Background: an optimization exercise with open tools, aiming at a short achievable clock period and few clock cycles per item. Do not read the settings as production practice. Only simulation tests tie the RTL to the original design; equivalence was not proved. Power is estimated from default activity; no workload was simulated.

===== design/flow/design.v =====
`default_nettype none
package cache_pkg;
        typedef logic [32-1:0] addr_t;
        typedef logic [32-1:0] word_t;
        typedef logic [4*32-1:0] line_t;   
        typedef logic [27-1:0] tag_t;
        typedef logic [$clog2(2)-1:0] set_t;
        typedef logic [$clog2(2)-1:0] way_t;
        typedef struct packed {
                logic valid;
                logic dirty;
                tag_t tag;
        } tag_entry_t;
        typedef enum logic [2:0] {
                IDLE       = 3'd0,
                LOOKUP     = 3'd1,
                EVICT      = 3'd2,       
                EVICT_WAIT = 3'd3,
                FILL       = 3'd4,       
                FILL_WAIT  = 3'd5
        } ctrl_state_t;
endpackage
`default_nettype wire
`default_nettype none
module cache_top
        (
        input  logic                    clk,
        input  logic                    reset,
        input  logic                    cpu_read,
        input  logic                    cpu_write,
        input  logic                    cpu_byte,
        input  cache_pkg::addr_t        cpu_addr,
        input  cache_pkg::word_t        cpu_wdata,
        output cache_pkg::word_t        cpu_rdata,
        output logic                    cpu_rvalid,
        output logic                    stall_pc,
        output logic                    mem_req,
        output logic                    mem_we,
        output cache_pkg::addr_t        mem_addr,
        output cache_pkg::line_t        mem_wdata,
        input  logic                    mem_ack,
        input  cache_pkg::line_t        mem_rdata
        );
        localparam int TW = 27;
        localparam int BD = 4;                   
        localparam int AD = 16;                  
        localparam int MD = 2;                   
        localparam int BP = $clog2(BD);
        localparam int AP = $clog2(AD);
        localparam int MP = $clog2(MD);
        localparam int BW = $clog2(BD+1);
        localparam int AW = $clog2(AD+2);
        localparam int MW = $clog2(MD+1);
        localparam int EW = 1 + 1 + 1 + 2 + 2 + TW + 32 + 1 + 1 + 1 + TW;      
        function automatic logic [31:0] ext(input logic [31:0] w, input logic [1:0] bs, input logic bm);
                logic [7:0] b;
                case (bs)
                2'd0: b = w[7:0];
                2'd1: b = w[15:8];
                2'd2: b = w[23:16];
                default: b = w[31:24];
                endcase
                ext = bm ? {24'b0, b} : w;
        endfunction
        logic [TW-1:0] tg [4];
        logic [3:0] vld;
        logic [3:0] dty;
        logic [1:0] lru;                 
        logic take;
        logic s0_set;
        logic [TW-1:0] s0_tag;
        logic [3:0] eq;
        logic s0_hit;
        logic s0_hway;
        logic s0_lw;
        logic s0_way;
        logic s0_wb;
        logic [TW-1:0] s0_vtag;
        logic [EW-1:0] s0_ent;
        assign take = (cpu_read || cpu_write) && !stall_pc;
        assign s0_set = cpu_addr[4];
        assign s0_tag = cpu_addr[31:5];
        always_comb
        begin
                for (int i = 0; i < 4; i++)
                        eq[i] = vld[i] && (tg[i] == s0_tag);
        end
        assign s0_hit = s0_set ? (eq[2] || eq[3]) : (eq[0] || eq[1]);
        assign s0_hway = s0_set ? eq[3] : eq[1];
        assign s0_lw = lru[s0_set];
        assign s0_way = s0_hit ? s0_hway : s0_lw;
        assign s0_wb = !s0_hit && vld[{s0_set, s0_lw}] && dty[{s0_set, s0_lw}];
        assign s0_vtag = tg[{s0_set, s0_lw}];
        always_ff @(posedge clk or posedge reset)
        begin
                if (reset)
                begin
                        vld <= '0;
                        dty <= '0;
                        lru <= '0;
                end
                else if (take)
                begin
                        lru[s0_set] <= !s0_way;
                        if (!s0_hit)
                        begin
                                vld[{s0_set, s0_lw}] <= 1'b1;
                                dty[{s0_set, s0_lw}] <= cpu_write;
                        end
                        else if (cpu_write)
                        begin
                                dty[{s0_set, s0_hway}] <= 1'b1;
                        end
                end
        end
        always_ff @(posedge clk)
        begin
                if (take && !s0_hit)
                        tg[{s0_set, s0_lw}] <= s0_tag;
        end
        assign s0_ent = {cpu_read, cpu_byte, s0_set, cpu_addr[3:2], cpu_addr[1:0], s0_tag,
                         cpu_wdata, s0_way, !s0_hit, s0_wb, s0_vtag};
        logic [EW-1:0]  b_ent [BD];
        logic [BP-1:0]  b_wp;
        logic [BP-1:0]  b_rp;
        logic [BW-1:0]  b_cnt;
        logic           b_full;
        logic           b_empty;
        logic [EW-1:0]  h_ent;
        logic           hv;              
        logic           pop;             
        logic           h_load;          
        logic           to_h;            
        logic           b_push;
        logic           b_pop;
        logic [BW-1:0]  b_cnt_next;
        assign h_load = pop || !hv;
        assign to_h = b_empty && h_load;
        assign b_push = take && !to_h;
        assign b_pop = h_load && !b_empty;
        assign b_cnt_next = b_cnt + BW'(b_push) - BW'(b_pop);
        logic b_cnt_is_m1;
        logic b_cnt_is_1;
        assign b_cnt_is_m1 = (b_cnt == BW'(BD - 1));
        assign b_cnt_is_1 = (b_cnt == BW'(1));
        always_ff @(posedge clk)
        begin
                for (int i = 0; i < BD; i++)
                        if (b_wp == BP'(i) && !b_full)
                                b_ent[i] <= s0_ent;
                if (h_load)
                        h_ent <= b_empty ? s0_ent : b_ent[b_rp];
        end
        always_ff @(posedge clk or posedge reset)
        begin
                if (reset)
                begin
                        b_wp <= '0;
                        b_rp <= '0;
                        b_cnt <= '0;
                        b_full <= 1'b0;
                        b_empty <= 1'b1;
                        hv <= 1'b0;
                        stall_pc <= 1'b0;
                end
                else
                begin
                        if (b_push)
                                b_wp <= b_wp + BP'(1);
                        if (b_pop)
                                b_rp <= b_rp + BP'(1);
                        b_cnt <= b_cnt_next;
                        case ({b_push, b_pop})
                        2'b10:
                        begin
                                b_full <= b_cnt_is_m1;
                                stall_pc <= b_cnt_is_m1;
                                b_empty <= 1'b0;
                        end
                        2'b01:
                        begin
                                b_full <= 1'b0;
                                stall_pc <= 1'b0;
                                b_empty <= b_cnt_is_1;
                        end
                        default:
                        begin
                                b_full <= b_full;
                                stall_pc <= b_full;
                                b_empty <= b_empty;
                        end
                        endcase
                        if (h_load)
                                hv <= b_empty ? take : 1'b1;
                end
        end
        logic           e_rd;
        logic           e_bm;
        logic           e_set;
        logic [1:0]     e_wd;
        logic [1:0]     e_bs;
        logic [TW-1:0]  e_tag;
        logic [31:0]    e_wdata;
        logic           e_way;
        logic           e_miss;
        logic           e_wb;
        logic [TW-1:0]  e_vtag;
        logic [1:0]     e_slot;
        assign {e_rd, e_bm, e_set, e_wd, e_bs, e_tag, e_wdata, e_way, e_miss, e_wb, e_vtag} = h_ent;
        assign e_slot = {e_set, e_way};
        logic [31:0] arr [16];           
        logic [3:0] spend;               
        logic [3:0] smask [4];           
        logic e_pend;
        logic e_fill;                    
        logic a_room;
        logic mf_full;
        logic [31:0] e_word;
        logic [127:0] e_line;
        logic s1_wr;
        logic s1_rd;
        logic s1_wait;
        logic handoff;
        logic [1:0] mst;                 
        logic [TW:0] cur_rdaddr;
        logic [1:0] cur_slot;
        logic fill;
        logic fill_q;                    
        logic [1:0] fslot_q;
        logic [127:0] rdata_q;
        assign fill_q = fill;
        assign fslot_q = cur_slot;
        assign rdata_q = mem_rdata;
        assign e_pend = spend[e_slot];
        assign e_fill = fill_q && (fslot_q == e_slot);
        assign e_word = arr[{e_slot, e_wd}];
        assign e_line = {arr[{e_slot, 2'd3}], arr[{e_slot, 2'd2}], arr[{e_slot, 2'd1}], arr[{e_slot, 2'd0}]};
        assign pop = hv && !(e_miss && (e_pend || mf_full)) && !(e_rd && !a_room);
        assign handoff = pop && e_miss;
        assign s1_wr = pop && !e_rd;
        assign s1_rd = pop && e_rd;
        assign s1_wait = e_miss || (e_pend && !smask[e_slot][e_wd]);
        always_ff @(posedge clk)
        begin
                for (int i = 0; i < 16; i++)
                begin
                        if (s1_wr && 4'(i) == {e_slot, e_wd})
                                arr[i] <= e_wdata;
                        else if (fill_q && 2'(i >> 2) == fslot_q && !smask[i >> 2][i % 4])
                                arr[i] <= rdata_q[(i % 4)*32 +: 32];
                end
        end
        always_ff @(posedge clk or posedge reset)
        begin
                if (reset)
                begin
                        spend <= '0;
                end
                else
                begin
                        if (fill_q)
                                spend[fslot_q] <= 1'b0;
                        if (handoff)
                                spend[e_slot] <= 1'b1;
                end
        end
        always_ff @(posedge clk)
        begin
                if (handoff)
                        smask[e_slot] <= e_rd ? 4'b0 : (4'b1 << e_wd);
                else if (s1_wr && e_pend)
                        smask[e_slot][e_wd] <= 1'b1;
        end
        logic           mf_wb [MD];
        logic [TW:0]    mf_wbaddr [MD];
        logic [127:0]   mf_wbdata [MD];
        logic [TW:0]    mf_rdaddr [MD];
        logic [1:0]     mf_slot [MD];
        logic [MP-1:0]  mf_wp;
        logic [MP-1:0]  mf_rp;
        logic [MW-1:0]  mfcnt;
        logic [MW-1:0]  mfcnt_next;
        logic           mf_nz;
        logic           seq_free;
        logic           issue;
        logic           push_mf;
        logic           pop_mf;
        logic           x_wb;
        logic [TW:0]    x_wbaddr;
        logic [127:0]   x_wbdata;
        logic [TW:0]    x_rdaddr;
        logic [1:0]     x_slot;
        assign fill = (mst == 2'd2) && mem_ack;
        assign seq_free = (mst == 2'd0) || fill;
        assign issue = seq_free && (mf_nz || handoff);
        assign pop_mf = seq_free && mf_nz;
        assign push_mf = handoff && !(seq_free && !mf_nz);
        assign mfcnt_next = mfcnt + MW'(push_mf) - MW'(pop_mf);
        always_ff @(posedge clk)
        begin
                for (int i = 0; i < MD; i++)
                begin
                        if (mf_wp == MP'(i) && !mf_full)
                        begin
                                mf_wb[i] <= e_wb;
                                mf_wbaddr[i] <= {e_vtag, e_set};
                                mf_wbdata[i] <= e_line;
                                mf_rdaddr[i] <= {e_tag, e_set};
                                mf_slot[i] <= e_slot;
                        end
                end
        end
        always_comb
        begin
                if (mf_nz)
                begin
                        x_wb = mf_wb[mf_rp];
                        x_wbaddr = mf_wbaddr[mf_rp];
                        x_wbdata = mf_wbdata[mf_rp];
                        x_rdaddr = mf_rdaddr[mf_rp];
                        x_slot = mf_slot[mf_rp];
                end
                else
                begin
                        x_wb = e_wb;
                        x_wbaddr = {e_vtag, e_set};
                        x_wbdata = e_line;
                        x_rdaddr = {e_tag, e_set};
                        x_slot = e_slot;
                end
        end
        always_ff @(posedge clk or posedge reset)
        begin
                if (reset)
                begin
                        mst <= 2'd0;
                        mem_req <= 1'b0;
                        mf_wp <= '0;
                        mf_rp <= '0;
                        mfcnt <= '0;
                        mf_nz <= 1'b0;
                        mf_full <= 1'b0;
                end
                else
                begin
                        if (push_mf)
                                mf_wp <= mf_wp + MP'(1);
                        if (pop_mf)
                                mf_rp <= mf_rp + MP'(1);
                        mfcnt <= mfcnt_next;
                        case ({push_mf, pop_mf})
                        2'b10:
                        begin
                                mf_nz <= 1'b1;
                                mf_full <= (mfcnt == MW'(MD - 1));
                        end
                        2'b01:
                        begin
                                mf_nz <= (mfcnt != MW'(1));
                                mf_full <= 1'b0;
                        end
                        default:
                        begin
                                mf_nz <= mf_nz;
                                mf_full <= mf_full;
                        end
                        endcase
                        mem_req <= 1'b0;
                        if (issue)
                        begin
                                mem_req <= 1'b1;
                                mst <= x_wb ? 2'd1 : 2'd2;
                        end
                        else if (mst == 2'd1 && mem_ack)
                        begin
                                mem_req <= 1'b1;
                                mst <= 2'd2;
                        end
                        else if (fill)
                        begin
                                mst <= 2'd0;
                        end
                end
        end
        always_ff @(posedge clk)
        begin
                mem_we <= (mst == 2'd1) ? 1'b0 : x_wb;
                mem_addr <= (mst == 2'd1) ? {cur_rdaddr, 4'b0} : (x_wb ? {x_wbaddr, 4'b0} : {x_rdaddr, 4'b0});
                mem_wdata <= x_wbdata;
                if (issue)
                begin
                        cur_rdaddr <= x_rdaddr;
                        cur_slot <= x_slot;
                end
        end
        logic           r_v;
        logic           r_rdy;
        logic [31:0]    r_dat;
        logic [1:0]     r_wd;
        logic [1:0]     r_bs;
        logic           r_bm;
        logic [1:0]     r_slot;
        logic           r_res;           
        logic [AD-1:0]  a_rdy;
        logic [31:0]    a_dat [AD];
        logic [1:0]     a_wd [AD];
        logic [1:0]     a_bs [AD];
        logic           a_bm [AD];
        logic [1:0]     a_slot [AD];
        logic [AP-1:0]  a_wp;
        logic [AP-1:0]  a_rp;
        logic [AW-1:0]  a_tot;           
        logic [AW-1:0]  a_tot_next;
        logic [AW-1:0]  a_cnt;           
        logic           a_nz;
        logic           apop;
        always_ff @(posedge clk or posedge reset)
        begin
                if (reset)
                        r_v <= 1'b0;
                else
                        r_v <= s1_rd;
        end
        always_ff @(posedge clk)
        begin
                r_rdy <= !s1_wait || (e_fill && !e_miss);
                r_dat <= !s1_wait ? ext(e_word, e_bs, e_bm) : ext(rdata_q[e_wd*32 +: 32], e_bs, e_bm);
                r_wd <= e_wd;
                r_bs <= e_bs;
                r_bm <= e_bm;
                r_slot <= e_slot;
        end
        assign r_res = !r_rdy && fill_q && (r_slot == fslot_q);
        always_ff @(posedge clk)
        begin
                for (int i = 0; i < AD; i++)
                begin
                        if (r_v && a_wp == AP'(i))
                        begin
                                a_rdy[i] <= r_rdy || r_res;
                                a_dat[i] <= r_rdy ? r_dat : ext(rdata_q[r_wd*32 +: 32], r_bs, r_bm);
                                a_wd[i] <= r_wd;
                                a_bs[i] <= r_bs;
                                a_bm[i] <= r_bm;
                                a_slot[i] <= r_slot;
                        end
                        else if (!a_rdy[i] && fill_q && a_slot[i] == fslot_q)
                        begin
                                a_rdy[i] <= 1'b1;
                                a_dat[i] <= ext(rdata_q[a_wd[i]*32 +: 32], a_bs[i], a_bm[i]);
                        end
                end
        end
        assign apop = a_nz && a_rdy[a_rp];
        assign a_tot_next = a_tot + AW'(s1_rd) - AW'(apop);
        always_ff @(posedge clk or posedge reset)
        begin
                if (reset)
                begin
                        a_wp <= '0;
                        a_rp <= '0;
                        a_tot <= '0;
                        a_cnt <= '0;
                        a_nz <= 1'b0;
                        a_room <= 1'b1;
                        cpu_rvalid <= 1'b0;
                end
                else
                begin
                        if (r_v)
                                a_wp <= a_wp + AP'(1);
                        if (apop)
                                a_rp <= a_rp + AP'(1);
                        a_tot <= a_tot_next;
                        a_cnt <= a_cnt + AW'(r_v) - AW'(apop);
                        a_nz <= apop ? ((a_cnt != AW'(1)) || r_v) : (a_nz || r_v);
                        case ({s1_rd, apop})
                        2'b10: a_room <= (a_tot < AW'(AD - 2));
                        2'b01: a_room <= (a_tot < AW'(AD));
                        default: a_room <= (a_tot < AW'(AD - 1));
                        endcase
                        cpu_rvalid <= apop;
                end
        end
        always_ff @(posedge clk)
        begin
                cpu_rdata <= a_dat[a_rp];
        end
endmodule
`default_nettype wire

===== design/flow/flow/run.sh =====
#!/bin/bash
# Standard layout (the standard.sh): synthesis and floorplan exactly as
# standard.sh runs them; then placement, clock tree synthesis, routing and
# finishing with two changes: the port buffers are plain buffers (buf_4, which
# the repair steps may resize) instead of whatever buffer_ports picks, and the
# timing repair aims further below the clock period.
set -e
bash standard.sh synth floorplan > standard_1.log 2>&1
sed -E 's/SETUP_SLACK_MARGIN=[-0-9.]+/SETUP_SLACK_MARGIN=6.0 "BUFFER_PORTS_ARGS=-buffer_cell sky130_fd_sc_hd__buf_4"/' standard.sh > standard_2.sh
bash standard_2.sh > standard_2.log 2>&1

===== design/flow/standard.sh =====
#!/bin/bash
# synth_recipe.tcl (not shown) runs the flow's synth.tcl, then flattens the netlist and writes it again
# the make line also repeats each setting of config.mk as NAME=value (left out here)
make -C /OpenROAD-flow-scripts/flow DESIGN_CONFIG=/design/flow/config.mk WORK_HOME=/design/flow/orfs CLKGATE_MAP_FILE= SYNTH_SCRIPT=/design/flow/synth_recipe.tcl "${@:-finish}"

===== design/flow/config.mk =====
export PLATFORM = sky130hd
export DESIGN_NAME = cache_top
export DESIGN_NICKNAME = cache_top
export VERILOG_FILES = /design/flow/design.v
export SDC_FILE = /design/flow/constraint.sdc
export NUM_CORES = 4
export LEC_CHECK = 0
export ABC_CLOCK_PERIOD_IN_PS = 2500
export CAP_MARGIN = 20
export CORE_MARGIN = 2
export CORE_UTILIZATION = 35
export SETUP_SLACK_MARGIN = 5
export SLEW_MARGIN = 20
export TNS_END_PERCENT = 20

===== design/flow/constraint.sdc =====
create_clock -name core_clock -period 9.0 [get_ports {clk}]
set_input_delay 1.8000 -clock core_clock [delete_from_list [all_inputs] [get_ports {clk}]]
set_output_delay 1.8000 -clock core_clock [all_outputs]
set_load 0.01 [all_outputs]

==> results of run 1 <==
stage by stage:
stage,total power [mW],util
6_report,51.3,0.417
3_5_place_dp,37.1,0.374
5_1_grt,52.4,0.416
4_1_cts,49.6,0.406
2_1_floorplan,28.3,-
3_3_place_gp,36.7,0.373
state kept, by name, indices dropped and copies added (netlist names), 28 cells and up, named ones only:
register / count
a_bs: 32
a_dat: 512
a_slot: 32
a_wd: 32
arr: 512
b_ent: 384
cpu_rdata: 32
cur_rdaddr: 28
h_ent: 96
mem_addr: 28
mem_wdata: 128
mf_rdaddr: 54
mf_wbaddr: 56
mf_wbdata: 256
r_dat: 32
tg: 108
area by class of cell:
cell class	count	area, um2
Clock buffer	366	7920
Fill cell	31600	204000
Timing Repair Buffer	903	9300
Sequential cell	2441	70800
Clock inverter	155	1430
Inverter	65	323
Antenna cell	63	158
Multi-Input combinational cell	5311	50000
Tap cell	4599	5750
worst min path at each step:
stage	start	endpoint
global placement	cur_rdaddr[19]$_DFFE_PP_	mem_addr[23]$_DFF_P_
detailed placement	cur_rdaddr[18]$_DFFE_PP_	mem_addr[22]$_DFF_P_
floorplan	h_ent[91]$_DFFE_PN_	r_wd[0]$_DFF_P_
CTS	cur_rdaddr[11]$_DFFE_PP_	mem_addr[15]$_DFF_P_
global route	h_ent[12]$_DFFE_PN_	mf_wbaddr[1][13]$_DFFE_PP_
finish	cur_rdaddr[18]$_DFFE_PP_	mem_addr[22]$_DFF_P_
layout by cell type, fill, tap and decap left out, types with 29 or more instances in the layout:
master and n:
a222oi_1 119, clkinv_2 52, xnor2_1 92, nand2_1 784, dfrtp_1 48, buf_6 94, a22o_1 71, buf_12 64
nor2_1 331, a211oi_1 80, clkbuf_1 47, a21o_1 119, o21ai_0 559, clkinv_1 48, mux4_2 708, dfxtp_1 208
buf_4 658, nand2b_1 30, inv_1 41, nand4_1 48, a22oi_1 154, mux2i_2 29, a21oi_1 266, xor2_1 51
mux2i_1 339, o211a_1 93, clkbuf_16 324, diode_2 63, a221oi_1 48, edfxtp_1 2155, o2bb2ai_1 112, ha_1 29
mux2_2 531, o211ai_1 124, nand3_1 45
tightest hold or removal path: cells and delay by family, from the launching register on:
| family | cells | cell delay (ns) |
|---|---|---|
| AO/OA/AOI/OAI | 1 | 0.06 |
| flip-flops | 1 | 0.32 |
| AND/OR/NAND/NOR | 1 | 0.04 |
cells by family after synthesis:
logic type               share of synthesized area
flip-flops                                   0.575
AO/OA/AOI/OAI                                0.114
multiplexers                                 0.209
AND/OR/NAND/NOR                             0.0499
buffers and inverters                       0.0357
XOR/XNOR                                    0.0118
adder cells (fa/ha/maj)                    0.00426
other                                    0.0000305
timing repair:
action | 4_1_cts | 5_1_grt
hold buffers | 0 | 0
gates resized for setup | 232 | 397
endpoints found under the hold margin | 0 | 0
pin swaps | 41 | 66
gates cloned | 20 | 29
buffers inserted | 73 | 108
setup endpoints to repair | 2821 | 2195
layer usage:
metal,up-vias,routed length [um]
li1,35300,-
met1,48000,201000
met5,-,1150
met3,2768,99600
met4,98,53600
met2,9451,242000
report_power, final:
| part | switching (mW) | internal, mW | total, mW |
|---|---|---|---|
| sequential | 1.78 | 16.7 | 18.5 |
| clock | 4.98 | 6.82 | 11.8 |
| combinational | 14.0 | 6.96 | 21.0 |
==> impl_metrics.py, run 1 <==
metrics = {
    "sta": {
        "hold_violations": 0,
        "finalSetupViolCount": 0,
        "whs_ns": 0.447,
        "timing.slew.headroom": 0.155,
        "timing.fmax_mhz": 297,
        "rsz0062_at_grt": "true",
        "fin_skew_ns": 0.118,
        "fin_crit_ns": 3.37,
        "fin_crit_sh": 0.374,
        "tightest_slew_ns": 1.27,
        "tns_ns": 0,
        "finalWorstSetupSlack_ns": 5.63,
        "slew_viol_final": 0,
    },
    "logic_synthesis": {
        "synthDistinctLibCells": 82,
        "yosys_warnings": 13,
        "synth_top_area_cell": "edfxtp_1",
        "syn_area_um2": 123000,
        "synth_edf_count": 2155,
        "synth_top_area_frac": 0.527,
        "synth_common_cells": "edfxtp_1 (2,155), nand2_1 (805), clkbuf_1 (798), mux4_2 (708), o21ai_0 (607)",
        "ys_ff_latch": 2441,
        "synth_cells": 8842,
        "async_reset_ff_frac": 0.0225,
        "synth_ff_type": "edfxtp_1",
        "synth.most_common_cell": "edfxtp_1",
        "synth_seq_area_share": 0.575,
        "syn_area_per_cell_um2": 13.9,
        "ys_top_cells_by_area": "edfxtp_1 (53%), mux4_2 (13%), mux2_2 (4.9%), dfxtp_1 (3.8%), mux2i_1 (3.1%)",
    },
    "grt": {
        "grtUsageMet1": 0.379,
        "grt_use_met3": 0.167,
        "antenna_found_initial": 98,
        "grtUsageTotal": 0.321,
        "grt_max_degree": 131,
        "grt-busiest-layer": "met2",
        "gr-usage-met2": 0.451,
        "grt_remaining_overflow": 0,
        "grt_pass1_wl_um": 782000,
        "grt_pass1_vias": 89500,
    },
    "detailed_routing": {
        "drtAntennaViolNets": 0,
        "wl_per_cell_um": 43.0,
        "first_pass_iters": 13,
        "drc": 0,
        "routed_wirelength_um": 598000,
        "vias": 95600,
        "drtIter0Drc": 18300,
        "via_per_inst": 6.88,
    },
    "outcome": {
        "status": "finished clean",
    },
    "clocking": {
        "cts_buffer_depth": 4,
        "htree_levels": 5,
        "cts_buffers": 284,
        "cts_tree": "built",
        "clock-sinks": 2441,
        "insertion_delay_ns": 0.98,
        "root_buffer": "clkbuf_16",
        "clkTransAtPathRegs_ns": 0.06,
    },
    "worst_setup_path": {
        "criticalPathCategory": "flop to flop",
        "worstSetupEndpoint": "a_dat[13][22]$_DFFE_PP_",
        "required_ns": 9.69,
        "path_max_fanout": 40,
        "cpLargestDelayFamily": "buffers and inverters",
        "worstReg2RegStart": "r_v$_DFF_PP0_",
        "cpPeakStageDelay_ns": 0.69,
        "arrival_ns": 4.05,
        "end_kind": "flop",
        "worstRegToRegCells": 8,
        "startpoint_type": "flop",
        "cp.depth": 8,
        "rr_endpoint": "a_dat[13][22]$_DFFE_PP_",
        "rrSetupSlack_ns": 5.63,
        "cp_cell_sequence": "and3_1 > nand2_1 > buf_4 > inv_1 > nor2_4 > buf_4 > nand2_1 > o21ai_0",
        "slowest_stage": "buf_4",
        "cp_num_buf_inv": 3,
        "startpoint": "r_v$_DFF_PP0_",
    },
    "cells_and_area": {
        "syn_to_final_growth_pct": 18.5,
        "fin_nets": 9244,
        "drive_gt1_frac": 0.317,
        "stdcell_count": 13900,
        "final_cell_area_um2": 146000,
    },
    "min_path": {
        "hold_path_depth": 2,
        "hold_path.class": "flop to flop",
    },
    "die": {
        "ios": 394,
        "die_x_um": 597,
        "num_rows": 217,
        "die_h_um": 597,
        "start_util": 0.352,
        "dieArea_um2": 356000,
        "placeableCoreArea_um2": 349000,
    },
    "power_and_ir_drop": {
        "leakage_nw": 51.0,
        "p_per_area_nw_per_um2": 352,
        "vdd_drop_max_uv": 263,
    },
    "placement": {
        "postPlaceCellArea_um2": 131000,
        "hpwl_um": 365000,
        "portBuffers": 389,
        "gp_congestion": 1.07,
        "post-place-ws_ns": 4.36,
        "place_inst": 13100,
    },
    "run": {
        "maxCapViolations": 0,
    },
}
Testbench counts, summed over its fixed seeds: cycles 15,871, requests 9,600.
==> inputs of run 2 (changes only) <==
--- a/design/flow/design.v
+++ b/design/flow/design.v
@@ -42,7 +42,7 @@
         input  cache_pkg::line_t        mem_rdata
         );
         localparam int TW = 27;
-        localparam int BD = 4;                   
+        localparam int BD = 2;                   
         localparam int AD = 16;                  
         localparam int MD = 2;                   
         localparam int BP = $clog2(BD);
@@ -67,6 +67,7 @@
         logic [3:0] dty;
         logic [1:0] lru;                 
         logic take;
+        logic b_full;
         logic s0_set;
         logic [TW-1:0] s0_tag;
         logic [3:0] eq;
@@ -77,7 +78,7 @@
         logic s0_wb;
         logic [TW-1:0] s0_vtag;
         logic [EW-1:0] s0_ent;
-        assign take = (cpu_read || cpu_write) && !stall_pc;
+        assign take = (cpu_read || cpu_write) && !b_full;        
         assign s0_set = cpu_addr[4];
         assign s0_tag = cpu_addr[31:5];
         always_comb
@@ -124,7 +125,6 @@
         logic [BP-1:0]  b_wp;
         logic [BP-1:0]  b_rp;
         logic [BW-1:0]  b_cnt;
-        logic           b_full;
         logic           b_empty;
         logic [EW-1:0]  h_ent;
         logic           hv;              
@@ -161,7 +161,6 @@
                         b_full <= 1'b0;
                         b_empty <= 1'b1;
                         hv <= 1'b0;
-                        stall_pc <= 1'b0;
                 end
                 else
                 begin
@@ -174,19 +173,16 @@
                         2'b10:
                         begin
                                 b_full <= b_cnt_is_m1;
-                                stall_pc <= b_cnt_is_m1;
                                 b_empty <= 1'b0;
                         end
                         2'b01:
                         begin
                                 b_full <= 1'b0;
-                                stall_pc <= 1'b0;
                                 b_empty <= b_cnt_is_1;
                         end
                         default:
                         begin
                                 b_full <= b_full;
-                                stall_pc <= b_full;
                                 b_empty <= b_empty;
                         end
                         endcase
@@ -194,6 +190,15 @@
                                 hv <= b_empty ? take : 1'b1;
                 end
         end
+        always_ff @(posedge clk)
+        begin
+                if (reset)
+                        stall_pc <= 1'b0;
+                else if (b_push && !b_pop)
+                        stall_pc <= b_cnt_is_m1;
+                else if (b_pop && !b_push)
+                        stall_pc <= 1'b0;
+        end
         logic           e_rd;
         logic           e_bm;
         logic           e_set;
--- a/design/flow/config.mk
+++ b/design/flow/config.mk
@@ -9,6 +9,7 @@
 export CAP_MARGIN = 20
 export CORE_MARGIN = 2
 export CORE_UTILIZATION = 35
+export PLACE_DENSITY = 0.5
 export SETUP_SLACK_MARGIN = 5
 export SLEW_MARGIN = 20
 export TNS_END_PERCENT = 20
==> run 2 against run 1 <==
Hold slack worse by 0.059 ns. Combinational power hardly changed. Global-route usage is 2.2 points higher. Setup slack worse by 0.16 ns. Synthesized area is 4.9% lower. Total power is 3.9% lower. Critical endpoint is now cpu_rdata[5]$_DFF_P_. Highest routed layer unchanged.
==> impl_metrics.py, run 2 <==
metrics = {
    "sta": {
        "slew_viol_final": 0,
        "timing.fmax_mhz": 284,
        "hold_violations": 0,
        "tightest_slew_ns": 1.37,
        "fin_skew_ns": 0.0874,
        "whs_ns": 0.388,
        "finalSetupViolCount": 0,
        "finalWorstSetupSlack_ns": 5.48,
        "tns_ns": 0,
        "fin_crit_ns": 3.52,
        "rsz0062_at_grt": "true",
        "fin_crit_sh": 0.391,
        "timing.slew.headroom": 0.0898,
    },
    "cells_and_area": {
        "fin_nets": 9248,
        "reg.largest.list": "a_dat: 512 flops, arr: 512 flops, mf_wbdata: 256 flops",
        "utilization": 0.425,
        "multi_input_area_um2": 50300,
        "final_cell_area_um2": 142000,
        "syn_to_final_growth_pct": 21.2,
        "layout_common_cells": "edfxtp_1 (1,963), nand2_1 (892), mux4_2 (685)",
        "fill_cells": 30400,
        "stdcell_count": 13700,
        "drive_gt1_frac": 0.331,
        "register_area_um2": 64900,
        "layout_commonest_cell": "edfxtp_1",
    },
    "detailed_routing": {
        "via_per_inst": 6.77,
        "wl_per_cell_um": 44.7,
        "vias": 92700,
        "drtIter0Drc": 16400,
        "drc": 0,
        "first_pass_iters": 12,
        "drtAntennaViolNets": 0,
        "routed_wirelength_um": 611000,
    },
    "logic_synthesis": {
        "synth_common_cells": "edfxtp_1 (1,963), nand2_1 (909), o21ai_0 (826), clkbuf_1 (735), mux4_2 (685)",
        "synth_cells": 8738,
        "syn_area_um2": 117000,
        "async_reset_ff_frac": 0.0231,
        "synth_top_area_frac": 0.505,
        "yosys_warnings": 13,
        "ys_top_cells_by_area": "edfxtp_1 (50%), mux4_2 (13%), mux2i_1 (4.5%), mux2_2 (4.1%), dfxtp_1 (4.0%)",
        "synth_ff_type": "edfxtp_1",
        "synth_edf_count": 1963,
        "synth.most_common_cell": "edfxtp_1",
        "synthDistinctLibCells": 84,
        "synth_seq_area_share": 0.555,
        "synth_top_area_cell": "edfxtp_1",
        "syn_area_per_cell_um2": 13.4,
        "ys_ff_latch": 2247,
    },
    "worst_setup_path": {
        "startpoint_type": "flop",
        "worstRegToRegCells": 9,
        "cp_common_cell": "buf_4",
        "cpLargestDelayFamily": "buffers and inverters",
        "slowest_stage": "buf_4",
        "rr_endpoint": "cpu_rdata[5]$_DFF_P_",
        "rrSetupSlack_ns": 5.48,
        "end_kind": "flop",
        "cpPeakStageDelay_ns": 0.68,
        "cp_num_buf_inv": 3,
        "arrival_ns": 4.27,
        "cp_cell_sequence": "buf_4 > nor2_1 > buf_4 > and2_1 > buf_4 > a22oi_1 > nand4_1 > nor2_1 > a21oi_1",
        "criticalPathCategory": "flop to flop",
        "startpoint": "a_rp[3]$_DFFE_PP0N_",
        "worstReg2RegStart": "a_rp[3]$_DFFE_PP0N_",
        "required_ns": 9.74,
        "path_max_fanout": 30,
    },
    "grt": {
        "grt_use_met3": 0.180,
        "grtUsageTotal": 0.343,
        "grt_max_degree": 171,
        "grtUsageMet1": 0.421,
        "grt-busiest-layer": "met2",
        "grt_remaining_overflow": 0,
        "gr-usage-met2": 0.475,
        "grt_pass1_wl_um": 788000,
        "antenna_found_initial": 102,
        "grt_pass1_vias": 86300,
    },
    "clocking": {
        "cts_tree": "built",
        "cts_buffers": 276,
        "cts_buffer_depth": 4,
        "htree_levels": 5,
        "insertion_delay_ns": 0.97,
        "clkTransAtPathRegs_ns": 0.06,
        "clock-sinks": 2247,
        "root_buffer": "clkbuf_16",
    },
    "placement": {
        "portBuffers": 389,
        "gp_congestion": 1.06,
        "place_inst": 12800,
        "hpwl_um": 376000,
        "postPlaceCellArea_um2": 124000,
        "post-place-ws_ns": 4.08,
    },
    "die": {
        "dieArea_um2": 338000,
        "start_util": 0.351,
        "num_rows": 212,
        "die_x_um": 582,
        "die_h_um": 582,
        "ios": 394,
        "placeableCoreArea_um2": 333000,
    },
    "min_path": {
        "hold_path.class": "flop to flop",
        "worstHoldStart": "a_tot[4]$_DFF_PP0_",
        "hold_path_depth": 1,
        "timing.hold.worst_endpoint": "a_room$_DFF_PP1_",
    },
    "power_and_ir_drop": {
        "leakage_nw": 49.5,
        "vdd_drop_max_uv": 237,
        "p_per_area_nw_per_um2": 348,
        "total_power_mw": 49.3,
    },
    "run": {
        "maxCapViolations": 0,
    },
    "outcome": {
        "status": "finished clean",
    },
}
[run 2: final cells by class]
type,instances,area share
timing repair buffer,983,0.0814
clock inverter,93,0.00603
antenna,54,0.000954
multi-input combinational,5442,0.355
inverter,68,0.00203
clock buffer,411,0.0568
tap,4387,0.0388
sequential,2247,0.459
[run 2: logic make-up (layout without fill, tap and decap cells)]
kind of cell | Yosys count | after routing | synth area share
other | 1 | 58 | 0.0000321
buffers and inverters | 1061 | 1555 | 0.0382
flip-flops | 2247 | 2247 | 0.555
adder cells (fa/ha/maj) | 32 | 32 | 0.00356
AND/OR/NAND/NOR | 1612 | 1621 | 0.0588
AO/OA/AOI/OAI | 1861 | 1861 | 0.0978
multiplexers | 1760 | 1760 | 0.234
XOR/XNOR | 164 | 164 | 0.0123
[run 2: report_power, final]
group	internal (mW)	switching (mW)
clock network	6.53	4.75
logic	7.17	13.7
registers	15.4	1.77
total	29.1	20.2
[run 2: worst register-to-register path: cells and delay by family, from the launching register on]
family | cells | cell delay, ns
AND/OR/NAND/NOR | 4 | 0.70
AO/OA/AOI/OAI | 2 | 0.94
flip-flops | 1 | 0.39
buffers and inverters | 3 | 1.33
[run 2: how the worst max path moves through the flow]
stage	to	slack, ns	cells after the start
2_1_floorplan	mf_rdaddr[0][0]$_DFFE_PP_	3.28	1
3_3_place_gp	a_dat[5][0]$_DFFE_PP_	4.10	8
3_5_place_dp	a_dat[8][0]$_DFFE_PP_	4.08	8
4_1_cts	a_dat[7][1]$_DFFE_PP_	5.63	9
5_1_grt	mem_req	5.65	1
6_report	cpu_rdata[5]$_DFF_P_	5.48	9
[run 2: what timing repair did]
item / in CTS / in global routing
hold buffers: 0 / 0
gates cloned: 56 / 34
buffers inserted: 110 / 90
setup endpoints to repair: 2663 / 2139
pin swaps: 33 / 69
resized for setup: 420 / 627
[run 2: routing by layer]
metal | part of all wire | up-vias
met4 | 0.079 | 114
met1 | 0.35 | 47000
li1 | - | 34500
met5 | 0.0024 | -
met3 | 0.17 | 2423
met2 | 0.40 | 8683
Testbench counts of run 2, summed over its fixed seeds: cycles 15,874, requests 9,600.
==> inputs of run 3 (changes only) <==
--- a/design/flow/config.mk
+++ b/design/flow/config.mk
@@ -6,10 +6,10 @@
 export NUM_CORES = 4
 export LEC_CHECK = 0
 export ABC_CLOCK_PERIOD_IN_PS = 2500
-export CAP_MARGIN = 20
+export CAP_MARGIN = 40
 export CORE_MARGIN = 2
 export CORE_UTILIZATION = 35
 export PLACE_DENSITY = 0.5
 export SETUP_SLACK_MARGIN = 5
-export SLEW_MARGIN = 20
+export SLEW_MARGIN = 40
 export TNS_END_PERCENT = 20
==> run 3 against run 2 <==
Still clean. Total power shrank 1.2%. Combinational power shrank 2%. Synthesized area is the same. Non-clock buffer count shrank 45. Cell count shrank 0.39%. Sequential power is essentially flat. Largest power group unchanged. Highest routed layer unchanged.
==> impl_metrics.py, run 3 <==
metrics = {
    "die": {
        "ios": 394,
        "start_util": 0.351,
        "placeableCoreArea_um2": 333000,
        "die_x_um": 582,
        "num_rows": 212,
        "die_h_um": 582,
        "dieArea_um2": 338000,
    },
    "placement": {
        "postPlaceCellArea_um2": 125000,
        "gp_congestion": 1.06,
        "hpwl_um": 380000,
        "portBuffers": 389,
    },
    "power_and_ir_drop": {
        "total_power_mw": 48.7,
        "internal_power_mw": 28.8,
        "swShare": 0.408,
        "pwr-share-comb": 0.421,
        "p_per_area_nw_per_um2": 347,
        "leakage_nw": 48.9,
        "vdd_drop_max_uv": 323,
        "p_seq_frac": 0.347,
        "p_clk_frac": 0.232,
        "p_sw_mw": 19.9,
    },
    "worst_setup_path": {
        "cp_cell_sequence": "buf_4 > buf_4 > mux4_2 > mux2i_1 > nand2_1 > o21ai_0 > nand2_1 > o211ai_1 > o21ai_0",
        "end_kind": "flop",
        "arrival_ns": 4.13,
        "worstSetupEndpoint": "a_dat[12][6]$_DFFE_PP_",
        "path_max_fanout": 18,
        "required_ns": 9.64,
        "worstRegToRegCells": 9,
        "worstReg2RegStart": "a_wd[12][1]$_DFFE_PP_",
        "startpoint_type": "flop",
        "rr_endpoint": "a_dat[12][6]$_DFFE_PP_",
        "slowest_stage": "buf_4",
        "startpoint": "a_wd[12][1]$_DFFE_PP_",
        "cpPeakStageDelay_ns": 0.61,
        "criticalPathCategory": "flop to flop",
        "rrSetupSlack_ns": 5.50,
    },
    "logic_synthesis": {
        "synth_cells": 8738,
        "synth_edf_count": 1963,
        "yosys_warnings": 13,
        "synth_common_cells": "edfxtp_1 (1,963), nand2_1 (909), o21ai_0 (826), clkbuf_1 (735), mux4_2 (685)",
        "synth_seq_area_share": 0.555,
        "ys_top_cells_by_area": "edfxtp_1 (50%), mux4_2 (13%), mux2i_1 (4.5%), mux2_2 (4.1%), dfxtp_1 (4.0%)",
        "syn_area_per_cell_um2": 13.4,
        "synth_top_area_cell": "edfxtp_1",
        "synthDistinctLibCells": 84,
        "syn_area_um2": 117000,
        "synth_top_area_frac": 0.505,
        "synth.most_common_cell": "edfxtp_1",
        "async_reset_ff_frac": 0.0231,
        "ys_ff_latch": 2247,
        "synth_ff_type": "edfxtp_1",
    },
    "cells_and_area": {
        "drive_gt1_frac": 0.324,
        "layout_common_cells": "edfxtp_1 (1,963), nand2_1 (895), mux4_2 (685)",
        "final_cell_area_um2": 140000,
        "register_area_um2": 64900,
        "layout_commonest_cell": "edfxtp_1",
        "multi_input_area_um2": 50100,
        "fill_cells": 30500,
        "reg.largest.list": "a_dat: 512 flops, arr: 512 flops, mf_wbdata: 256 flops",
        "fin_nets": 9199,
        "syn_to_final_growth_pct": 20.1,
    },
    "clocking": {
        "clock-sinks": 2247,
        "cts_tree": "built",
        "cts_buffers": 278,
        "root_buffer": "clkbuf_16",
        "htree_levels": 5,
        "clkTransAtPathRegs_ns": 0.05,
        "cts_hold_buf": 0,
        "insertion_delay_ns": 0.98,
        "cts_buffer_depth": 4,
    },
    "run": {
        "maxCapViolations": 0,
    },
    "grt": {
        "grtUsageTotal": 0.338,
        "antenna_found_initial": 101,
        "grt_max_degree": 171,
        "grt_remaining_overflow": 0,
        "grt_pass1_wl_um": 778000,
        "grt_pass1_vias": 86000,
    },
    "sta": {
        "fin_crit_sh": 0.389,
        "rsz0062_at_grt": "true",
        "tns_ns": 0,
        "slew_viol_final": 0,
        "hold_violations": 0,
        "tightest_slew_ns": 1.15,
        "finalSetupViolCount": 0,
        "whs_ns": 0.393,
        "timing.slew.headroom": 0.222,
        "fin_skew_ns": 0.0949,
        "timing.fmax_mhz": 286,
        "fin_crit_ns": 3.50,
    },
    "detailed_routing": {
        "first_pass_iters": 14,
        "wl_per_cell_um": 43.7,
        "drtIter0Drc": 16200,
        "vias": 91200,
        "via_per_inst": 6.69,
        "routed_wirelength_um": 596000,
        "drc": 0,
        "drtAntennaViolNets": 0,
    },
    "outcome": {
        "status": "finished clean",
    },
    "min_path": {
        "hold_path.class": "flop to flop",
        "hold_path_depth": 1,
    },
}
[run 3: repair_timing]
action | CTS | global route
setup buffers | 83 | 53
resized for setup | 250 | 578
cloned | 29 | 25
endpoints found under the setup margin | 2086 | 1593
pin swaps | 14 | 46
[run 3: logic make-up after synthesis]
family / share of synthesized area
buffers and inverters: 0.0382
and+or+nand+nor: 0.0588
AOI/OAI and AO/OA: 0.0978
xor gates and xnor gates: 0.0123
other: 0.0000321
muxes: 0.234
DFF: 0.555
adders and majority gates: 0.00356
[run 3: stage by stage]
step           setup WS (ns)  utilization  std cells
2_1_floorplan           3.28            -       8741
3_3_place_gp            4.10        0.373      12800
3_5_place_dp            4.32        0.376      12900
4_1_cts                 5.64        0.411      13500
5_1_grt                 5.64        0.421      13600
6_report                5.50        0.421      13600
[run 3: layout make-up]
cell class,count,share of cell area
inverter,68,0.00194
clock inverter,109,0.00663
multi-input combinational,5436,0.357
tap,4387,0.0391
antenna,52,0.000928
timing repair buffer,938,0.0742
sequential,2247,0.463
clock buffer,395,0.0569
[run 3: power groups by stage]
stage	Sequential (mW)	Combinational (mW)	Clock, mW
2_1_floorplan	16.7	9.47	0
3_3_place_gp	17.2	17.2	0
3_5_place_dp	17.2	17.7	0
4_1_cts	17.0	19.1	11.4
5_1_grt	17.2	21.0	11.8
6_report	16.9	20.5	11.3
[run 3: worst min-delay path by stage]
stage                        startpoint          endpoint  slack, ns
finish               a_tot[4]$_DFF_PP0_  a_room$_DFF_PP1_       0.39
global route         a_tot[4]$_DFF_PP0_  a_room$_DFF_PP1_       0.42
CTS                  a_tot[4]$_DFF_PP0_  a_room$_DFF_PP1_       0.40
detailed placement   a_tot[4]$_DFF_PP0_  a_room$_DFF_PP1_       0.39
global placement     a_tot[4]$_DFF_PP0_  a_room$_DFF_PP1_       0.38
floorplan           h_ent[91]$_DFFE_PN_   r_wd[0]$_DFF_P_       0.35
[run 3: layer usage]
metal | wire (um) | global-route usage
met3 | 94700 | 0.171
met5 | 1280 | 0.00780
met2 | 243000 | 0.473
met4 | 45000 | 0.192
met1 | 213000 | 0.416
[run 3: critical path, delay by kind of cell (launching register included)]
family | cells | cell delay (ns)
buf+inv | 2 | 1.03
flops | 1 | 0.32
compound gates | 3 | 0.68
mux | 2 | 0.76
simple gates | 2 | 0.40
==> inputs of run 4 (changes only) <==
--- a/design/flow/design.v
+++ b/design/flow/design.v
@@ -66,6 +66,23 @@
         logic [3:0] vld;
         logic [3:0] dty;
         logic [1:0] lru;                 
+        logic           hv;              
+        logic [31:0] arr [16];           
+        logic [3:0] spend;               
+        logic [3:0] smask [4];           
+        logic mf_full;
+        logic           e_rd;
+        logic           e_bm;
+        logic           e_set;
+        logic [1:0]     e_wd;
+        logic [1:0]     e_bs;
+        logic [TW-1:0]  e_tag;
+        logic [31:0]    e_wdata;
+        logic           e_way;
+        logic           e_miss;
+        logic           e_wb;
+        logic [TW-1:0]  e_vtag;
+        logic [1:0]     e_slot;
         logic take;
         logic b_full;
         logic s0_set;
@@ -78,6 +95,10 @@
         logic s0_wb;
         logic [TW-1:0] s0_vtag;
         logic [EW-1:0] s0_ent;
+        logic [1:0] s0_vslot;            
+        logic s0_haz;                    
+        logic s0_ho;                     
+        logic [127:0] s0_line;
         assign take = (cpu_read || cpu_write) && !b_full;        
         assign s0_set = cpu_addr[4];
         assign s0_tag = cpu_addr[31:5];
@@ -119,15 +140,19 @@
                 if (take && !s0_hit)
                         tg[{s0_set, s0_lw}] <= s0_tag;
         end
+        assign s0_vslot = {s0_set, s0_lw};
+        assign s0_line = {arr[{s0_vslot, 2'd3}], arr[{s0_vslot, 2'd2}], arr[{s0_vslot, 2'd1}], arr[{s0_vslot, 2'd0}]};
+        assign s0_ho = take && !s0_hit && !spend[s0_vslot] && !s0_haz && !mf_full;
         assign s0_ent = {cpu_read, cpu_byte, s0_set, cpu_addr[3:2], cpu_addr[1:0], s0_tag,
-                         cpu_wdata, s0_way, !s0_hit, s0_wb, s0_vtag};
+                         cpu_wdata, s0_way, !s0_hit && !s0_ho, s0_wb, s0_vtag};
         logic [EW-1:0]  b_ent [BD];
+        logic [BD-1:0]  bvld;            
+        logic [BD-1:0]  b_hz;
         logic [BP-1:0]  b_wp;
         logic [BP-1:0]  b_rp;
         logic [BW-1:0]  b_cnt;
         logic           b_empty;
         logic [EW-1:0]  h_ent;
-        logic           hv;              
         logic           pop;             
         logic           h_load;          
         logic           to_h;            
@@ -151,6 +176,24 @@
                 if (h_load)
                         h_ent <= b_empty ? s0_ent : b_ent[b_rp];
         end
+        always_comb
+        begin
+                for (int i = 0; i < BD; i++)
+                        b_hz[i] = bvld[i] && (b_ent[i][TW+1] || {b_ent[i][2*TW+39], b_ent[i][TW+2]} == s0_vslot);
+        end
+        assign s0_haz = (hv && (e_miss || e_slot == s0_vslot)) || (|b_hz);
+        always_ff @(posedge clk or posedge reset)
+        begin
+                if (reset)
+                        bvld <= '0;
+                else
+                begin
+                        if (b_pop)
+                                bvld[b_rp] <= 1'b0;
+                        if (b_push)
+                                bvld[b_wp] <= 1'b1;
+                end
+        end
         always_ff @(posedge clk or posedge reset)
         begin
                 if (reset)
@@ -199,27 +242,11 @@
                 else if (b_pop && !b_push)
                         stall_pc <= 1'b0;
         end
-        logic           e_rd;
-        logic           e_bm;
-        logic           e_set;
-        logic [1:0]     e_wd;
-        logic [1:0]     e_bs;
-        logic [TW-1:0]  e_tag;
-        logic [31:0]    e_wdata;
-        logic           e_way;
-        logic           e_miss;
-        logic           e_wb;
-        logic [TW-1:0]  e_vtag;
-        logic [1:0]     e_slot;
         assign {e_rd, e_bm, e_set, e_wd, e_bs, e_tag, e_wdata, e_way, e_miss, e_wb, e_vtag} = h_ent;
         assign e_slot = {e_set, e_way};
-        logic [31:0] arr [16];           
-        logic [3:0] spend;               
-        logic [3:0] smask [4];           
         logic e_pend;
         logic e_fill;                    
         logic a_room;
-        logic mf_full;
         logic [31:0] e_word;
         logic [127:0] e_line;
         logic s1_wr;
@@ -267,6 +294,8 @@
                                 spend[fslot_q] <= 1'b0;
                         if (handoff)
                                 spend[e_slot] <= 1'b1;
+                        if (s0_ho)
+                                spend[s0_vslot] <= 1'b1;
                 end
         end
         always_ff @(posedge clk)
@@ -275,6 +304,8 @@
                         smask[e_slot] <= e_rd ? 4'b0 : (4'b1 << e_wd);
                 else if (s1_wr && e_pend)
                         smask[e_slot][e_wd] <= 1'b1;
+                if (s0_ho)
+                        smask[s0_vslot] <= 4'b0;
         end
         logic           mf_wb [MD];
         logic [TW:0]    mf_wbaddr [MD];
@@ -299,7 +330,19 @@
         assign seq_free = (mst == 2'd0) || fill;
         assign issue = seq_free && (mf_nz || handoff);
         assign pop_mf = seq_free && mf_nz;
-        assign push_mf = handoff && !(seq_free && !mf_nz);
+        assign push_mf = s0_ho || (handoff && !(seq_free && !mf_nz));
+        logic           n_wb;
+        logic [TW:0]    n_wbaddr;
+        logic [127:0]   n_wbdata;
+        logic [TW:0]    n_rdaddr;
+        logic [1:0]     n_slot;
+        logic n_s1;
+        assign n_s1 = hv && e_miss;
+        assign n_wb = n_s1 ? e_wb : s0_wb;
+        assign n_wbaddr = n_s1 ? {e_vtag, e_set} : {s0_vtag, s0_set};
+        assign n_wbdata = n_s1 ? e_line : s0_line;
+        assign n_rdaddr = n_s1 ? {e_tag, e_set} : {s0_tag, s0_set};
+        assign n_slot = n_s1 ? e_slot : s0_vslot;
         assign mfcnt_next = mfcnt + MW'(push_mf) - MW'(pop_mf);
         always_ff @(posedge clk)
         begin
@@ -307,11 +350,11 @@
                 begin
                         if (mf_wp == MP'(i) && !mf_full)
                         begin
-                                mf_wb[i] <= e_wb;
-                                mf_wbaddr[i] <= {e_vtag, e_set};
-                                mf_wbdata[i] <= e_line;
-                                mf_rdaddr[i] <= {e_tag, e_set};
-                                mf_slot[i] <= e_slot;
+                                mf_wb[i] <= n_wb;
+                                mf_wbaddr[i] <= n_wbaddr;
+                                mf_wbdata[i] <= n_wbdata;
+                                mf_rdaddr[i] <= n_rdaddr;
+                                mf_slot[i] <= n_slot;
                         end
                 end
         end
==> run 4 against run 3 <==
First-iteration DRC count down 10%. Global-route usage down 0.86 points. Critical path depth rose by 3. Largest power group unchanged. Register-to-register slack gained 0.26 ns. Setup slack improved by 0.17 ns. Total power is 7.8% higher.
==> impl_metrics.py, run 4 <==
metrics = {
    "cells_and_area": {
        "fin_nets": 10100,
        "syn_to_final_growth_pct": 19.2,
        "drive_gt1_frac": 0.292,
        "fill_cells": 32000,
        "final_cell_area_um2": 145000,
        "stdcell_count": 14700,
        "layout_commonest_cell": "edfxtp_1",
        "reg.largest.list": "a_dat: 512 flops, arr: 512 flops, mf_wbdata: 256 flops",
        "layout_common_cells": "edfxtp_1 (1,947), nand2_1 (1,177), o21ai_0 (856)",
    },
    "logic_synthesis": {
        "async_reset_ff_frac": 0.0240,
        "synth_common_cells": "edfxtp_1 (1,947), nand2_1 (1,195), o21ai_0 (940), clkbuf_1 (769), mux4_2 (689)",
        "ys_top_cells_by_area": "edfxtp_1 (48%), mux4_2 (13%), mux2i_1 (4.9%), dfxtp_1 (4.1%), mux2_2 (4.0%)",
        "syn_area_um2": 122000,
        "synth_top_area_frac": 0.480,
        "syn_area_per_cell_um2": 12.6,
        "yosys_warnings": 13,
        "synth_seq_area_share": 0.532,
        "synth_cells": 9692,
        "synth_ff_type": "edfxtp_1",
        "synthDistinctLibCells": 93,
        "synth_top_area_cell": "edfxtp_1",
        "synth_edf_count": 1947,
        "ys_ff_latch": 2249,
        "synth.most_common_cell": "edfxtp_1",
    },
    "die": {
        "placeableCoreArea_um2": 346000,
        "ios": 394,
        "num_rows": 216,
        "dieArea_um2": 353000,
        "die_h_um": 594,
        "start_util": 0.352,
        "die_x_um": 594,
    },
    "worst_setup_path": {
        "required_ns": 9.66,
        "worstSetupEndpoint": "tg[2][5]$_DFFE_PP_",
        "rrSetupSlack_ns": 5.76,
        "arrival_ns": 3.99,
        "rr_endpoint": "a_tot[4]$_DFF_PP0_",
        "worstReg2RegStart": "a_rp[0]$_DFFE_PP0P_",
        "startpoint_type": "input port",
        "path_max_fanout": 12,
        "end_kind": "flop",
        "criticalPathCategory": "input port to flop",
        "startpoint": "cpu_addr[13]",
        "worstRegToRegCells": 12,
    },
    "sta": {
        "whs_ns": 0.395,
        "timing.slew.headroom": 0.348,
        "timing.fmax_mhz": 300,
        "fin_crit_sh": 0.370,
        "fin_crit_ns": 3.33,
        "hold_violations": 0,
        "tightest_slew_ns": 0.975,
        "slew_viol_final": 0,
        "finalSetupViolCount": 0,
        "finalWorstSetupSlack_ns": 5.67,
        "rsz0062_at_grt": "true",
        "tns_ns": 0,
        "fin_skew_ns": 0.113,
    },
    "clocking": {
        "cts_tree": "built",
        "insertion_delay_ns": 0.99,
        "root_buffer": "clkbuf_16",
        "cts_buffer_depth": 4,
        "cts_buffers": 282,
        "clkTransAtPathRegs_ns": 0.06,
        "clock-sinks": 2249,
        "htree_levels": 5,
    },
    "grt": {
        "grt_pass1_vias": 91400,
        "grt_max_degree": 155,
        "grt_pass1_wl_um": 803000,
        "antenna_found_initial": 72,
        "grt_remaining_overflow": 0,
        "grtUsageTotal": 0.329,
    },
    "power_and_ir_drop": {
        "vdd_drop_max_uv": 238,
        "p_per_area_nw_per_um2": 362,
        "leakage_nw": 51.0,
    },
    "placement": {
        "gp_congestion": 0.995,
        "postPlaceCellArea_um2": 130000,
        "place_inst": 14000,
        "portBuffers": 389,
        "post-place-ws_ns": 4.14,
        "hpwl_um": 414000,
    },
    "detailed_routing": {
        "routed_wirelength_um": 605000,
        "drtAntennaViolNets": 0,
        "drc": 0,
        "vias": 95600,
        "first_pass_iters": 7,
        "wl_per_cell_um": 41.2,
        "drtIter0Drc": 14600,
        "via_per_inst": 6.51,
    },
    "run": {
        "maxCapViolations": 0,
    },
    "outcome": {
        "status": "finished clean",
    },
    "min_path": {
        "hold_path.class": "flop to flop",
    },
}
-- run 4: worst min-delay path by stage --
stage,from,end,slack [ns],depth (start not counted)
after global placement,a_tot[4]$_DFF_PP0_,a_room$_DFF_PP1_,0.39,1
after floorplan,h_ent[94]$_DFFE_PN_,r_bm$_DFF_P_,0.35,0
after CTS,a_tot[4]$_DFF_PP0_,a_room$_DFF_PP1_,0.39,1
after global routing,a_tot[4]$_DFF_PP0_,a_room$_DFF_PP1_,0.42,1
after detailed placement,a_tot[4]$_DFF_PP0_,a_room$_DFF_PP1_,0.39,1
final,a_tot[4]$_DFF_PP0_,a_room$_DFF_PP1_,0.40,1
-- run 4: cells by family (layout without fill, tap and decap cells) --
logic type | Yosys count | count (layout) | share of synthesized area
AOI/OAI and AO/OA | 2205 | 2205 | 0.112
xor gates and xnor gates | 169 | 169 | 0.0122
adders and majority gates | 31 | 31 | 0.00331
buffers and inverters | 1156 | 1524 | 0.0396
DFF | 2249 | 2249 | 0.532
muxes | 1911 | 1911 | 0.234
other | 1 | 52 | 0.0000308
and+or+nand+nor | 1970 | 1972 | 0.0671
-- run 4: per-layer routing --
layer | part of all wire | up-vias | GRT usage
met5 | 0.00065 | - | 0
met4 | 0.066 | 58 | 0.179
met2 | 0.42 | 7189 | 0.477
met3 | 0.13 | 1526 | 0.111
met1 | 0.38 | 49200 | 0.432
li1 | - | 37600 | -
-- run 4: repair_timing --
action	4_1_cts	5_1_grt
setup endpoints to repair	2232	1765
hold buffers	0	0
hold endpoints to repair	0	0
gates cloned	26	20
pin swaps	53	77
setup buffers	70	52
resized for setup	276	449
-- run 4: where the power goes --
part | total, mW | switching [mW] | leakage, nW | internal, mW
sequential | 17.3 | 1.80 | 20.7 | 15.5
clock | 11.7 | 4.85 | 4.51 | 6.83
combinational | 23.5 | 15.8 | 25.7 | 7.69
-- run 4: layout make-up --
class                   count  area [um2]  area share
diodes                     48         120    0.000827
inverters                  70         310     0.00214
well taps                4578        5730      0.0395
multi-input cells        6292       54900       0.378
clock buffers             389        7890      0.0544
flip-flops and latches   2249       64900       0.447
clock inverters           118        1400     0.00962
repair buffers            947        9900      0.0682
-- run 4: stage by stage --
step                      total power [mW]   util
after floorplan                       28.0      -
after global placement                37.5  0.374
after detailed placement              38.0  0.376
after CTS                             51.1  0.411
after global routing                  53.9  0.419
final                                 52.5  0.419
-- run 4: critical path: stages --
cell and delay (ns):
buf_12 0.13, xnor2_2 0.17, nand4_1 0.19, nor4_4 0.35, nand4_1 0.24, a22oi_2 0.28, buf_6 0.16, buf_6 0.10
nand2b_4 0.15, nor3_4 0.06, buf_12 0.17, clkbuf_16 0.16
Testbench counts of run 4, summed over its fixed seeds: cycles 15,808, requests 9,600.

-- port drivers added, routing unchanged --
The flow's constraints put no driver on any port. The routed layouts listed below were extracted and timed again, unchanged, in two steps.
Step 1, drivers: a clkbuf_16 drives clk and a buf_2 each remaining input, both assumed.
Step 2 times the ports against the registers' clock, not the clock port: input delays grow and output delays shrink by t, the midpoint of the rising clock arrivals with the driver on.
Slacks: ideal ports / drivers / drivers and shift; pairs: ideal ports / drivers.
run | shift t [ns] | slack for setup (ns) | hold slack, ns | slew at the worst register clock pin (ns) | worst data-port slew with drivers (ns)
run 1 | 1.016 | 5.634 / 5.568 / 4.594 | 0.447 / 0.447 / 0.447 | 0.07 / 0.07 | 0.30
run 2 | 1.044 | 5.477 / 5.477 / 4.525 | 0.388 / 0.388 / 0.388 | 0.07 / 0.07 | 0.46
run 3 | 1.039 | 5.503 / 5.503 / 4.552 | 0.393 / 0.393 / 0.393 | 0.07 / 0.07 | 0.37
run 4 | 1.049 | 5.670 / 5.564 / 4.649 | 0.395 / 0.395 / 0.395 | 0.07 / 0.07 | 0.43
After both steps setup and hold are still met in every run listed. The setup slack of run 1, which loses most, moves by -0.066 ns with the drivers and by -1.040 ns with both steps.
